Source: an optimization exercise on an open RTL-to-GDS flow (aim: small area and a short achievable clock period). Production flows keep margins and buffers that such runs may drop.
No activity file was given, so power comes from the tool's default toggle rates.

==> job 509 <==
==> flow/design.v <==
package block_relay_pkg;
	typedef enum logic [1:0] {
		SEQ_IDLE,
		SEQ_FILL,
		SEQ_DRAIN,
		SEQ_CLOSE
	} seq_state_e;
	typedef enum logic [1:0] {
		TX_IDLE,
		TX_START,
		TX_DATA,
		TX_STOP
	} tx_state_e;
	typedef struct packed {
		logic        cyc;
		logic        stb;
		logic        we;
		logic [1:0]  adr;
		logic [15:0] dat;
	} wb_req_t;
	typedef struct packed {
		logic        ack;
		logic [15:0] dat;
	} wb_rsp_t;
	typedef struct packed {
		logic        vld;
		logic [15:0] data;
	} sample_t;
endpackage
module block_relay (
	input  logic        clk,
	input  logic        rst_n,
	input  logic        wb_cyc,
	input  logic        wb_stb,
	input  logic        wb_we,
	input  logic [1:0]  wb_adr,
	input  logic [15:0] wb_dat_i,
	output logic        wb_ack,
	output logic [15:0] wb_dat_o,
	input  logic        in_vld,
	input  logic [15:0] in_data,
	output logic        in_rdy,
	output logic        uart_txd
);
	logic       rdy_o;     
	logic       act;       
	logic       drn;       
	logic       cls;       
	logic [5:0] cnt;       
	logic [5:0] pos;       
	logic [1:0] baud;      
	logic [3:0] slot;      
	logic       hi;        
	logic       smp_vld;   
	logic       mv;        
	logic       hold;      
	logic       txd_q;
	logic [6:0] len_q;     
	logic       rdy;
	logic       accept;
	logic       first;
	logic       fill_last;
	logic       bit_end;
	logic       turn;
	assign rdy       = !drn && !cls;
	assign accept    = in_vld && rdy;
	assign first     = accept && !act;
	assign fill_last = act ? (cnt == 6'd1) : (len_q == 7'd1);
	assign bit_end   = (baud == 2'd3);
	assign turn      = mv && !smp_vld;
	assign in_rdy   = rdy_o;
	assign uart_txd = txd_q;
	function automatic logic need_of(input logic [5:0] p, input logic [3:0] s, input logic h);
		logic       m16;
		logic [3:0] mask;
		m16  = h || s == 4'd7 || s == 4'd8;
		mask = {m16, m16 || s != 4'd15, 2'b11};
		need_of = (~p[3:0] & mask) != 4'd0;
	endfunction
	logic       act_n, drn_n, cls_n, rdy_o_n, hi_n;
	logic [5:0] cnt_n, pos_n;
	logic [1:0] baud_n;
	logic [3:0] slot_n;
	logic       mv_n;
	always_comb begin
		act_n   = act;
		drn_n   = drn;
		cls_n   = 1'b0;
		rdy_o_n = rdy_o;
		cnt_n   = cnt;
		pos_n   = pos;
		baud_n  = baud;
		slot_n  = slot;
		hi_n    = hi;
		if (first) begin
			pos_n = len_q[5:0];
		end
		if (turn && need_of(pos, slot, hi)) begin
			pos_n = pos + 6'd1;
		end
		if (accept) begin
			if (fill_last) begin
				rdy_o_n = 1'b0;
				act_n   = 1'b0;
				drn_n   = 1'b1;
				cnt_n   = first ? len_q[5:0] : pos;
				slot_n  = 4'd15;
				hi_n    = 1'b0;
				baud_n  = 2'd0;
			end else begin
				act_n = 1'b1;
				cnt_n = first ? 6'(len_q - 7'd1) : cnt - 6'd1;
			end
		end else if (drn) begin
			baud_n = baud + 2'd1;
			case (slot)
				4'd8: begin
					if (bit_end) begin
						if (!hi) begin
							hi_n   = 1'b1;
							slot_n = 4'd15;
						end else begin
							slot_n = 4'd9;
						end
					end
				end
				4'd9: begin
					baud_n = 2'd0;
					if (cnt != 6'd1) begin
						cnt_n  = cnt - 6'd1;
						hi_n   = 1'b0;
						slot_n = 4'd15;
					end else begin
						slot_n = 4'd10;
					end
				end
				4'd10: begin
					drn_n = 1'b0;
					cls_n = 1'b1;
				end
				default: begin
					if (bit_end) begin
						slot_n = slot + 4'd1;
					end
				end
			endcase
		end else if (cls) begin
			rdy_o_n = 1'b1;
		end
		mv_n = accept || (drn_n && (need_of(pos_n, slot_n, hi_n) || (slot_n == 4'd9 && cnt_n != 6'd1)));
	end
	always_ff @(posedge clk or negedge rst_n) begin
		if (!rst_n) begin
			rdy_o   <= 1'b1;
			act     <= 1'b0;
			drn     <= 1'b0;
			cls     <= 1'b0;
			cnt     <= '0;
			pos     <= '0;
			baud    <= '0;
			slot    <= '0;
			hi      <= 1'b0;
			smp_vld <= 1'b0;
			mv      <= 1'b0;
			hold    <= 1'b1;
		end else begin
			rdy_o   <= rdy_o_n;
			act     <= act_n;
			drn     <= drn_n;
			cls     <= cls_n;
			cnt     <= cnt_n;
			pos     <= pos_n;
			baud    <= baud_n;
			slot    <= slot_n;
			hi      <= hi_n;
			smp_vld <= accept;
			mv      <= mv_n;
			hold    <= !mv_n;
		end
	end
	logic [1023:0] ring;
	always_ff @(posedge clk) begin
		if (rdy || mv) begin
			ring[15:0] <= rdy ? in_data : ring[1023:1008];
		end
	end
	always_ff @(posedge clk) begin
		ring[1023:16] <= ({1008{mv}} & ring[1007:0]) | ({1008{hold}} & ring[1023:16]);
	end
	logic [3:0] bidx;
	logic       dbit;
	assign bidx = {hi, slot[2:0]};
	always_comb begin
		if (bidx == 4'd0) begin
			dbit = ring[{pos[5:2], 2'b11, 4'd0}];
		end else if (!bidx[3]) begin
			dbit = ring[{pos[5:3], 3'b111, bidx}];
		end else begin
			dbit = ring[{pos[5:4], 4'b1111, bidx}];
		end
	end
	always_ff @(posedge clk or negedge rst_n) begin
		if (!rst_n) begin
			txd_q <= 1'b1;
		end else if (drn && baud == 2'd0) begin
			txd_q <= slot != 4'd15 && (slot[3] || dbit);
		end
	end
	logic        req;
	logic        take;
	logic        req_q;    
	logic        ack_q;
	logic [14:0] blk_cnt;
	logic [14:0] blk_nxt;
	logic        busy_nxt;
	logic [6:0]  len_clamped;
	logic [15:0] dat_q;
	assign req  = wb_cyc && wb_stb;
	assign take = req && !req_q;
	always_ff @(posedge clk or negedge rst_n) begin
		if (!rst_n) begin
			req_q <= 1'b0;
			ack_q <= 1'b0;
		end else begin
			req_q <= req;
			ack_q <= take;
		end
	end
	always_comb begin
		if (wb_dat_i == 16'd0) begin
			len_clamped = 7'd1;
		end else if (wb_dat_i > 16'(64)) begin
			len_clamped = 7'(64);
		end else begin
			len_clamped = wb_dat_i[6:0];
		end
	end
	always_ff @(posedge clk or negedge rst_n) begin
		if (!rst_n) begin
			len_q <= 7'(10);
		end else if (take && wb_we && wb_adr == 2'd0) begin
			len_q <= len_clamped;
		end
	end
	assign blk_nxt = cls ? blk_cnt + 15'd1 : blk_cnt;
	always_ff @(posedge clk or negedge rst_n) begin
		if (!rst_n) begin
			blk_cnt <= '0;
		end else begin
			blk_cnt <= blk_nxt;
		end
	end
	assign busy_nxt = !(cls || (rdy && !act && !in_vld));
	always_ff @(posedge clk) begin
		case (wb_adr)
			2'd0:    dat_q <= 16'(wb_we ? len_clamped : len_q);
			2'd1:    dat_q <= {blk_nxt, busy_nxt};
			default: dat_q <= 16'h0000;
		endcase
	end
	assign wb_ack   = ack_q;
	assign wb_dat_o = dat_q;
endmodule
==> flow/run.sh <==
#!/bin/bash
# synth_recipe.tcl (not shown) runs the flow's synth.tcl, then flattens the netlist and writes it again
# the make line also repeats each setting of config.mk as NAME=value (left out here)
make -C /OpenROAD-flow-scripts/flow DESIGN_CONFIG=/design/flow/config.mk WORK_HOME=/design/flow/orfs CLKGATE_MAP_FILE= SYNTH_SCRIPT=/design/flow/synth_recipe.tcl finish
==> flow/config.mk <==
export PLATFORM = sky130hd
export DESIGN_NAME = block_relay
export DESIGN_NICKNAME = block_relay
export VERILOG_FILES = /design/flow/design.v
export SDC_FILE = /design/flow/constraint.sdc
export NUM_CORES = 4
export LEC_CHECK = 0
export CAP_MARGIN = 20
export CORE_MARGIN = 2
export CORE_UTILIZATION = 60
export CTS_CLUSTER_DIAMETER = 60
export CTS_CLUSTER_SIZE = 25
export SETUP_SLACK_MARGIN = 5
export SLEW_MARGIN = 20
==> flow/constraint.sdc <==
create_clock -name core_clock -period 10.0 [get_ports {clk}]
set_input_delay 2.0000 -clock core_clock [delete_from_list [all_inputs] [get_ports {clk}]]
set_output_delay 2.0000 -clock core_clock [all_outputs]
set_load 0.01 [all_outputs]
==> inputs of job 2916, as changes to job 509 <==
==> flow/design.v, changed modules only <==
module block_relay (
	input  logic        clk,
	input  logic        rst_n,
	input  logic        wb_cyc,
	input  logic        wb_stb,
	input  logic        wb_we,
	input  logic [1:0]  wb_adr,
	input  logic [15:0] wb_dat_i,
	output logic        wb_ack,
	output logic [15:0] wb_dat_o,
	input  logic        in_vld,
	input  logic [15:0] in_data,
	output logic        in_rdy,
	output logic        uart_txd
);
	logic       nrdy_o;    
	logic       act;       
	logic       drn;       
	logic       cls;       
	logic [5:0] cnt;       
	logic [5:0] pos;       
	logic [1:0] baud;      
	logic [3:0] slot;      
	logic       hi;        
	logic       smp_vld;   
	logic       mv;        
	logic       hold;      
	logic       ntxd_q;    
	logic [6:0] len_q;     
	logic       rdy;
	logic       accept;
	logic       first;
	logic       fill_last;
	logic       bit_end;
	logic       turn;
	assign rdy       = !drn && !cls;
	assign accept    = in_vld && rdy;
	assign first     = accept && !act;
	assign fill_last = act ? (cnt == 6'd1) : (len_q == 7'd1);
	assign bit_end   = (baud == 2'd3);
	assign turn      = mv && !smp_vld;
	assign in_rdy   = !nrdy_o;
	assign uart_txd = !ntxd_q;
	function automatic logic need_of(input logic [5:0] p, input logic [3:0] s, input logic h);
		logic       m16;
		logic [3:0] mask;
		m16  = h || s == 4'd7 || s == 4'd8;
		mask = {m16, m16 || s != 4'd15, 2'b11};
		need_of = (~p[3:0] & mask) != 4'd0;
	endfunction
	logic       act_n, drn_n, cls_n, nrdy_o_n, hi_n;
	logic [5:0] cnt_n, pos_n;
	logic [1:0] baud_n;
	logic [3:0] slot_n;
	logic       mv_n;
	always_comb begin
		act_n   = act;
		drn_n   = drn;
		cls_n   = 1'b0;
		nrdy_o_n = nrdy_o;
		cnt_n   = cnt;
		pos_n   = pos;
		baud_n  = baud;
		slot_n  = slot;
		hi_n    = hi;
		if (first) begin
			pos_n = len_q[5:0];
		end
		if (turn && need_of(pos, slot, hi)) begin
			pos_n = pos + 6'd1;
		end
		if (accept) begin
			if (fill_last) begin
				nrdy_o_n = 1'b1;
				act_n   = 1'b0;
				drn_n   = 1'b1;
				cnt_n   = first ? len_q[5:0] : pos;
				slot_n  = 4'd15;
				hi_n    = 1'b0;
				baud_n  = 2'd0;
			end else begin
				act_n = 1'b1;
				cnt_n = first ? 6'(len_q - 7'd1) : cnt - 6'd1;
			end
		end else if (drn) begin
			baud_n = baud + 2'd1;
			case (slot)
				4'd8: begin
					if (bit_end) begin
						if (!hi) begin
							hi_n   = 1'b1;
							slot_n = 4'd15;
						end else begin
							slot_n = 4'd9;
						end
					end
				end
				4'd9: begin
					baud_n = 2'd0;
					if (cnt != 6'd1) begin
						cnt_n  = cnt - 6'd1;
						hi_n   = 1'b0;
						slot_n = 4'd15;
					end else begin
						slot_n = 4'd10;
					end
				end
				4'd10: begin
					drn_n = 1'b0;
					cls_n = 1'b1;
				end
				default: begin
					if (bit_end) begin
						slot_n = slot + 4'd1;
					end
				end
			endcase
		end else if (cls) begin
			nrdy_o_n = 1'b0;
		end
	end
	logic       turn_n;
	logic [5:0] pos_d;
	logic [3:0] slot_d;
	logic       hi_d;
	logic       more;
	always_comb begin
		more   = cnt != 6'd1;
		pos_d  = (turn && need_of(pos, slot, hi)) ? pos + 6'd1 : pos;
		slot_d = slot;
		hi_d   = hi;
		case (slot)
			4'd8: begin
				if (bit_end) begin
					slot_d = hi ? 4'd9 : 4'd15;
					hi_d   = 1'b1;
				end
			end
			4'd9: begin
				slot_d = more ? 4'd15 : 4'd10;
				hi_d   = !more;
			end
			4'd10: begin
				slot_d = slot;
			end
			default: begin
				if (bit_end) begin
					slot_d = slot + 4'd1;
				end
			end
		endcase
		turn_n = drn && slot != 4'd10 && (need_of(pos_d, slot_d, hi_d) || (slot_d == 4'd9 && more));
	end
	assign mv_n = accept || turn_n;
	always_ff @(posedge clk or negedge rst_n) begin
		if (!rst_n) begin
			nrdy_o  <= 1'b0;
			act     <= 1'b0;
			drn     <= 1'b0;
			cls     <= 1'b0;
			cnt     <= '0;
			pos     <= '0;
			baud    <= '0;
			slot    <= '0;
			hi      <= 1'b0;
		end else begin
			nrdy_o  <= nrdy_o_n;
			act     <= act_n;
			drn     <= drn_n;
			cls     <= cls_n;
			cnt     <= cnt_n;
			pos     <= pos_n;
			baud    <= baud_n;
			slot    <= slot_n;
			hi      <= hi_n;
		end
	end
	always_ff @(posedge clk) begin
		smp_vld <= accept;
		mv      <= mv_n;
		hold    <= !mv_n;
	end
	logic [1023:0] ring;
	always_ff @(posedge clk) begin
		if (rdy || mv) begin
			ring[15:0] <= rdy ? in_data : ring[1023:1008];
		end
	end
	always_ff @(posedge clk) begin
		ring[1023:16] <= ({1008{mv}} & ring[1007:0]) | ({1008{hold}} & ring[1023:16]);
	end
	logic [3:0] bidx;
	logic       dbit;
	assign bidx = {hi, slot[2:0]};
	always_comb begin
		if (bidx == 4'd0) begin
			dbit = ring[{pos[5:2], 2'b11, 4'd0}];
		end else if (!bidx[3]) begin
			dbit = ring[{pos[5:3], 3'b111, bidx}];
		end else begin
			dbit = ring[{pos[5:4], 4'b1111, bidx}];
		end
	end
	always_ff @(posedge clk or negedge rst_n) begin
		if (!rst_n) begin
			ntxd_q <= 1'b0;
		end else if (drn && baud == 2'd0) begin
			ntxd_q <= slot == 4'd15 || (!slot[3] && !dbit);
		end
	end
	logic        req;
	logic        take;
	logic        req_q;    
	logic        ack_q;
	logic [14:0] blk_cnt;
	logic [14:0] blk_nxt;
	logic        busy_nxt;
	logic [6:0]  len_clamped;
	logic [15:0] dat_q;
	assign req  = wb_cyc && wb_stb;
	assign take = req && !req_q;
	always_ff @(posedge clk or negedge rst_n) begin
		if (!rst_n) begin
			req_q <= 1'b0;
			ack_q <= 1'b0;
		end else begin
			req_q <= req;
			ack_q <= take;
		end
	end
	always_comb begin
		if (wb_dat_i == 16'd0) begin
			len_clamped = 7'd1;
		end else if (wb_dat_i > 16'(64)) begin
			len_clamped = 7'(64);
		end else begin
			len_clamped = wb_dat_i[6:0];
		end
	end
	always_ff @(posedge clk or negedge rst_n) begin
		if (!rst_n) begin
			len_q <= 7'(10);
		end else if (take && wb_we && wb_adr == 2'd0) begin
			len_q <= len_clamped;
		end
	end
	assign blk_nxt = cls ? blk_cnt + 15'd1 : blk_cnt;
	always_ff @(posedge clk or negedge rst_n) begin
		if (!rst_n) begin
			blk_cnt <= '0;
		end else begin
			blk_cnt <= blk_nxt;
		end
	end
	assign busy_nxt = !(cls || (rdy && !act && !in_vld));
	always_ff @(posedge clk) begin
		case (wb_adr)
			2'd0:    dat_q <= 16'(wb_we ? len_clamped : len_q);
			2'd1:    dat_q <= {blk_nxt, busy_nxt};
			default: dat_q <= 16'h0000;
		endcase
	end
	assign wb_ack   = ack_q;
	assign wb_dat_o = dat_q;
endmodule
==> flow/flow/run.sh (new file) <==
#!/bin/bash
# Standard layout (standard.sh: the standard flow's synthesis, floorplan, power grid, place,
# CTS, route), with these changes to how it is made:
#  - ports are buffered with buf_2 cells, which repair can resize,
#  - clock tree: larger sink clusters and no dummy loads.
set -euo pipefail
MARGIN=$(cat flow/margin.txt)
bash standard.sh \
  "SETUP_SLACK_MARGIN=${MARGIN}" \
  "BUFFER_PORTS_ARGS=-buffer_cell sky130_fd_sc_hd__buf_2" \
  "CTS_ARGS=-sink_clustering_enable -repair_clock_nets -sink_clustering_size 25 -sink_clustering_max_diameter 60 -dont_use_dummy_load" \
  finish > orfs_make.log 2>&1
==> flow/flow/margin.txt (new file) <==
7
==> flow/standard.sh (new file) <==
#!/bin/bash
# synth_recipe.tcl (not shown) runs the flow's synth.tcl, then flattens the netlist and writes it again
# the make line also repeats each setting of config.mk as NAME=value (left out here)
make -C /OpenROAD-flow-scripts/flow DESIGN_CONFIG=/design/flow/config.mk WORK_HOME=/design/flow/orfs CLKGATE_MAP_FILE= SYNTH_SCRIPT=/design/flow/synth_recipe.tcl "${@:-finish}"
--- a/flow/config.mk
+++ b/flow/config.mk
@@ -10,5 +10,2 @@
 export CORE_UTILIZATION = 60
-export CTS_CLUSTER_DIAMETER = 60
-export CTS_CLUSTER_SIZE = 25
-export SETUP_SLACK_MARGIN = 5
 export SLEW_MARGIN = 20
removed: flow/run.sh
==> notes.md <==
Of job 509 and job 2916, job 509 has the higher synthesized cell count (gap 0.46%, measured against job 2916).
Synthesized area: job 509 is higher than job 2916 (about 0.64%).
Via count: job 509 is larger than job 2916 (0.31%).
Sequential power: job 509 is smaller than job 2916 (about 2%).
Against job 2916, the routed wire length of job 509 is larger by about 2%.
Between job 2916 and job 509, the lower non-clock buffer count is in job 509 (gap 16).
In job 509 the final cell count is higher than in job 2916, by 1.0%.
In job 509 the hold slack is higher than in job 2916, by 0.019 ns.
==> figures <==
Outcome: job 2916 finished clean; job 509 finished clean
Post-synthesis instance total: job 2916 2820; job 509 2833
Yosys cell types: job 2916 78; job 509 84
Fraction of power consumed by combinational cells: job 2916 0.254; job 509 0.264
Simple-gate area share of the yosys netlist: job 2916 0.0317; job 509 0.0322
Levels on crit path: job 2916 2; job 509 9
Unrepaired setup endpoints after global routing: job 2916 yes; job 509 no
Area Overhead vs Synth: job 2916 6.33%; job 509 7.40%
Num tapcells: job 2916 765; job 509 773
Mapped cell area: job 2916 35200 µm²; job 509 35400 µm²
Cell internal power dissipation: job 2916 0.00785 W; job 509 0.00790 W
Endpoint of the worst register-to-register path: job 2916 hold$_DFF_P_; job 509 hold$_DFF_PN1_
Total of clock buffers placed in the layout: job 2916 55; job 509 69
Inverters: job 2916 20; job 509 26
Final Util: job 2916 0.648; job 509 0.649
Total power after layout: job 2916 0.0116 W; job 509 0.0120 W
CP endpoint: job 2916 uart_txd; job 509 hold$_DFF_PN1_
No functional check of the RTL was part of any run of this note.

re-timing with driven ports:
No port has a modelled driver above. Below, the same layouts with a new extraction and two added sets of constraints. Step 1, drivers: a clkbuf_16 drives clk and a buf_2 each remaining input, both assumed. Step 2 adds t to the input delays and takes it off the output delays; t is the mean of the earliest and latest rising clock arrival at the registers after step 1. Input paths then give back, and output paths get back, about the clock's delay inside the block. a / b / c = no drivers / after step 1 / after step 2; a / b = the first two.
run	shift t [ns]	setup slack, ns	hold WS [ns]	worst slew at a driven data input, ns
job 509	0.693	5.598 / 5.540 / 4.847	0.434 / 0.434 / 0.434	0.12
job 2916	0.661	6.811 / 6.747 / 6.289	0.415 / 0.415 / 0.415	0.07
After both steps setup and hold are still met in every run listed. The setup slack of job 509, which loses most, moves by -0.058 ns with the drivers and by -0.751 ns with both steps.
